Context: an optimization exercise on an open-source flow, tuned for small area and a short achievable clock period. The choices shown serve that exercise and are no tape-out recipe. Where RTL was checked, it was by simulation tests only, not by an equivalence proof against the original. Power and IR drop assume default switching activity.

// dma_fifo
module dma_fifo #(
  parameter int DATA_WIDTH = 32,
  parameter int DEPTH      = 64
) (
  input  logic                    clk,
  input  logic                    rst,
  input  logic                    flush,
  input  logic                    fifo_wen,
  input  logic [DATA_WIDTH-1:0]   fifo_wdata,
  input  logic                    fifo_rden,
  output logic [DATA_WIDTH-1:0]   fifo_rdata,
  output logic                    fifo_is_empty,
  output logic                    fifo_is_full,
  output logic [$clog2(DEPTH):0]  fifo_count,
  output logic                    ovf,
  output logic                    udf
);
Size: roughly 5900 cells after synthesis, roughly 2200 flip-flops, about 74000 um^2 of cells after synthesis.
==> module dma_fifo_nand4, before the edit <==
module dma_fifo_nand4 (
  input  logic a, b, c, d,
  output logic y
);
  assign y = ~(a & b & c & d);
endmodule
==> module dma_fifo, before the edit <==
module dma_fifo #(
  parameter int DATA_WIDTH = 32,
  parameter int DEPTH      = 64
) (
  input  logic                    clk,
  input  logic                    rst,
  input  logic                    flush,
  input  logic                    fifo_wen,
  input  logic [DATA_WIDTH-1:0]   fifo_wdata,
  input  logic                    fifo_rden,
  output logic [DATA_WIDTH-1:0]   fifo_rdata,
  output logic                    fifo_is_empty,
  output logic                    fifo_is_full,
  output logic [$clog2(DEPTH):0]  fifo_count,
  output logic                    ovf,
  output logic                    udf
);
  localparam int NGRP = 21;
  logic [DEPTH-1:0][DATA_WIDTH-1:0] mem_q, mem_d;
  logic [3:0]            wp0_q, wp1_q, wp2_q;
  logic [DEPTH-1:0]      rsel_q;
  logic [6:0]            count_q;
  logic                  empty_q, full_q, ovf_q, udf_q;
  logic [1:0][DATA_WIDTH-1:0] rdh_q;
  logic                  wr_acc, rd_acc, clr, wr_mem;
  logic [DEPTH-1:0]      wen, wen_n, rsel;
  logic [NGRP:0][DATA_WIDTH-1:0] grp_n;    
  logic [5:0][DATA_WIDTH-1:0]    part;     
  logic [1:0][DATA_WIDTH-1:0]    half_n;   
  assign clr    = rst | flush;
  assign wr_acc = fifo_wen  & ~full_q  & ~flush;
  assign rd_acc = fifo_rden & ~empty_q & ~flush;
  assign wr_mem = fifo_wen & ~full_q;
  assign rsel = rsel_q;
  for (genvar i = 0; i < DEPTH; i++) begin : g_sel
    assign wen[i]   = wr_mem & wp0_q[i % 4] & wp1_q[(i / 4) % 4] & wp2_q[i / 16];
    assign wen_n[i] = ~wen[i];
  end
  for (genvar i = 0; i < DEPTH; i++) begin : g_row
    for (genvar j = 0; j < DATA_WIDTH; j++) begin : g_bit
      dma_fifo_hold u_hold (
        .en(wen[i]), .en_n(wen_n[i]), .d(fifo_wdata[j]), .q(mem_q[i][j]), .y(mem_d[i][j])
      );
    end
  end
  always_ff @(posedge clk) mem_q <= mem_d;
  for (genvar j = 0; j < DATA_WIDTH; j++) begin : g_rd
    for (genvar k = 0; k < NGRP; k++) begin : g_grp
      dma_fifo_aoi222 u_aoi (
        .a1(mem_q[3*k][j]),   .a2(rsel[3*k]),
        .b1(mem_q[3*k+1][j]), .b2(rsel[3*k+1]),
        .c1(mem_q[3*k+2][j]), .c2(rsel[3*k+2]),
        .y(grp_n[k][j])
      );
    end
    assign grp_n[NGRP][j] = ~(mem_q[DEPTH-1][j] & rsel[DEPTH-1]);
    for (genvar k = 0; k < 4; k++) begin : g_n4
      dma_fifo_nand4 u_n4 (
        .a(grp_n[4*k][j]), .b(grp_n[4*k+1][j]), .c(grp_n[4*k+2][j]), .d(grp_n[4*k+3][j]),
        .y(part[k][j])
      );
    end
    for (genvar k = 0; k < 2; k++) begin : g_n3
      dma_fifo_nand3 u_n3 (
        .a(grp_n[16+3*k][j]), .b(grp_n[17+3*k][j]), .c(grp_n[18+3*k][j]),
        .y(part[4+k][j])
      );
    end
    for (genvar k = 0; k < 2; k++) begin : g_o3
      dma_fifo_nor3 u_o3 (
        .a(part[3*k][j]), .b(part[3*k+1][j]), .c(part[3*k+2][j]),
        .y(half_n[k][j])
      );
    end
  end
  always_ff @(posedge clk) begin
    if (clr) begin
      wp0_q   <= 4'b0001;
      wp1_q   <= 4'b0001;
      wp2_q   <= 4'b0001;
      rsel_q  <= {{(DEPTH-1){1'b0}}, 1'b1};
      count_q <= '0;
      empty_q <= 1'b1;
      full_q  <= 1'b0;
      ovf_q   <= 1'b0;
      udf_q   <= 1'b0;
    end else begin
      if (wr_acc) begin
        wp0_q <= {wp0_q[2:0], wp0_q[3]};
        if (wp0_q[3]) begin
          wp1_q <= {wp1_q[2:0], wp1_q[3]};
          if (wp1_q[3]) wp2_q <= {wp2_q[2:0], wp2_q[3]};
        end
      end
      if (rd_acc) rsel_q <= {rsel_q[DEPTH-2:0], rsel_q[DEPTH-1]};
      if (wr_acc & ~rd_acc) count_q <= count_q + 1'b1;
      else if (rd_acc & ~wr_acc) count_q <= count_q - 1'b1;
      empty_q <= ~wr_acc & (empty_q | (rd_acc & (count_q == 7'd1)));
      full_q  <= ~rd_acc & (full_q  | (wr_acc & (count_q == 7'd63)));
      ovf_q   <= ovf_q | (fifo_wen  & full_q);
      udf_q   <= udf_q | (fifo_rden & empty_q);
    end
  end
  always_ff @(posedge clk) begin
    if (rst)         rdh_q <= '1;
    else if (rd_acc) rdh_q <= half_n;
  end
  assign fifo_rdata    = ~(rdh_q[0] & rdh_q[1]);
  assign fifo_is_empty = empty_q;
  assign fifo_is_full  = full_q;
  assign fifo_count    = count_q;
  assign ovf           = ovf_q;
  assign udf           = udf_q;
endmodule
Settings: LEC_CHECK=0, CAP_MARGIN=20, CORE_MARGIN=2, CORE_UTILIZATION=50, CTS_CLUSTER_DIAMETER=100, CTS_CLUSTER_SIZE=25, SETUP_SLACK_MARGIN=2.0, SLEW_MARGIN=20, SYNTH_HIERARCHICAL=1, SYNTH_MINIMUM_KEEP_SIZE=0; clock period 4.0 ns.
run.sh (not shown) runs the stock make flow with config.mk's settings and CLKGATE_MAP_FILE= SYNTH_SCRIPT=/design/flow/synth_recipe.tcl, a recipe that flattens the netlist after the stock synthesis.
==> next run, changes <==
--- a/flow/design.v
+++ b/flow/design.v
@@ -14,9 +14,15 @@
   assign y = ~((a1 & a2) | (b1 & b2) | (c1 & c2));
 endmodule
-module dma_fifo_nand4 (
-  input  logic a, b, c, d,
+module dma_fifo_nand2 (
+  input  logic a, b,
   output logic y
 );
-  assign y = ~(a & b & c & d);
+  assign y = ~(a & b);
+endmodule
+module dma_fifo_nor2 (
+  input  logic a, b,
+  output logic y
+);
+  assign y = ~(a | b);
 endmodule
 module dma_fifo_nand3 (
@@ -59,6 +65,7 @@
   logic [DEPTH-1:0]      wen, wen_n, rsel;
   logic [NGRP:0][DATA_WIDTH-1:0] grp_n;    
-  logic [5:0][DATA_WIDTH-1:0]    part;     
-  logic [1:0][DATA_WIDTH-1:0]    half_n;   
+  logic [10:0][DATA_WIDTH-1:0]   l2;
+  logic [4:0][DATA_WIDTH-1:0]    l3_n;
+  logic [1:0][DATA_WIDTH-1:0]    l4;
   assign clr    = rst | flush;
   assign wr_acc = fifo_wen  & ~full_q  & ~flush;
@@ -88,22 +95,13 @@
     end
     assign grp_n[NGRP][j] = ~(mem_q[DEPTH-1][j] & rsel[DEPTH-1]);
-    for (genvar k = 0; k < 4; k++) begin : g_n4
-      dma_fifo_nand4 u_n4 (
-        .a(grp_n[4*k][j]), .b(grp_n[4*k+1][j]), .c(grp_n[4*k+2][j]), .d(grp_n[4*k+3][j]),
-        .y(part[k][j])
-      );
+    for (genvar k = 0; k < 11; k++) begin : g_l2
+      dma_fifo_nand2 u_l2 (.a(grp_n[2*k][j]), .b(grp_n[2*k+1][j]), .y(l2[k][j]));
     end
-    for (genvar k = 0; k < 2; k++) begin : g_n3
-      dma_fifo_nand3 u_n3 (
-        .a(grp_n[16+3*k][j]), .b(grp_n[17+3*k][j]), .c(grp_n[18+3*k][j]),
-        .y(part[4+k][j])
-      );
+    for (genvar k = 0; k < 4; k++) begin : g_l3
+      dma_fifo_nor2 u_l3 (.a(l2[2*k][j]), .b(l2[2*k+1][j]), .y(l3_n[k][j]));
     end
-    for (genvar k = 0; k < 2; k++) begin : g_o3
-      dma_fifo_nor3 u_o3 (
-        .a(part[3*k][j]), .b(part[3*k+1][j]), .c(part[3*k+2][j]),
-        .y(half_n[k][j])
-      );
-    end
+    dma_fifo_nor3 u_l3_last (.a(l2[8][j]), .b(l2[9][j]), .c(l2[10][j]), .y(l3_n[4][j]));
+    dma_fifo_nand3 u_l4_0 (.a(l3_n[0][j]), .b(l3_n[1][j]), .c(l3_n[2][j]), .y(l4[0][j]));
+    dma_fifo_nand2 u_l4_1 (.a(l3_n[3][j]), .b(l3_n[4][j]), .y(l4[1][j]));
   end
   always_ff @(posedge clk) begin
@@ -137,5 +135,5 @@
   always_ff @(posedge clk) begin
     if (rst)         rdh_q <= '1;
-    else if (rd_acc) rdh_q <= half_n;
+    else if (rd_acc) rdh_q <= ~l4;
   end
   assign fifo_rdata    = ~(rdh_q[0] & rdh_q[1]);
The new run finished with timing, DRC and antenna clean.
Clock skew fell by 0.013 ns.
Global-route usage came out lower by 0.99 points.
Total power is about the same.
Worst setup slack gains 0.51 ns.
Fmax came out higher by about a fifth.
Routed wire length went down by a few percent.
Clock power is about the same.
Via count decreases slightly.
Cell count rose by a few percent.
Non-clock buffer count drops by 148.
Synthesized cell count went up by a few percent.
Function not checked in the first run of this note: the RTL went through the layout flow alone.

-- port drivers added, routing unchanged --
The flow's constraints put no driver on any port. The routed layouts listed below were extracted and timed again, unchanged, in two steps. Step 1 assumes that a clkbuf_16 drives the clock port and a buf_2 every other input. Step 2 also shifts input and output timing later by t, the mid clock arrival at the registers, as if the neighbouring blocks saw the same clock. Three values: ideal, step 1, step 2; two values: the first two.
run	shift t [ns]	setup slack, ns	worst setup path at the end	latest minus earliest clock arrival (ns)	worst register clock-pin slew, ns
the first run	0.841	1.200 / 1.200 / 0.916	input to register	0.037 / 0.037	0.11 / 0.11
the second run	0.837	1.714 / 1.714 / 1.173	input to register	0.024 / 0.024	0.10 / 0.10
After both steps setup and hold are still met in every run listed. For the second run, which loses most, drivers alone change the setup slack by 0.000 ns; drivers and shift together by -0.541 ns.
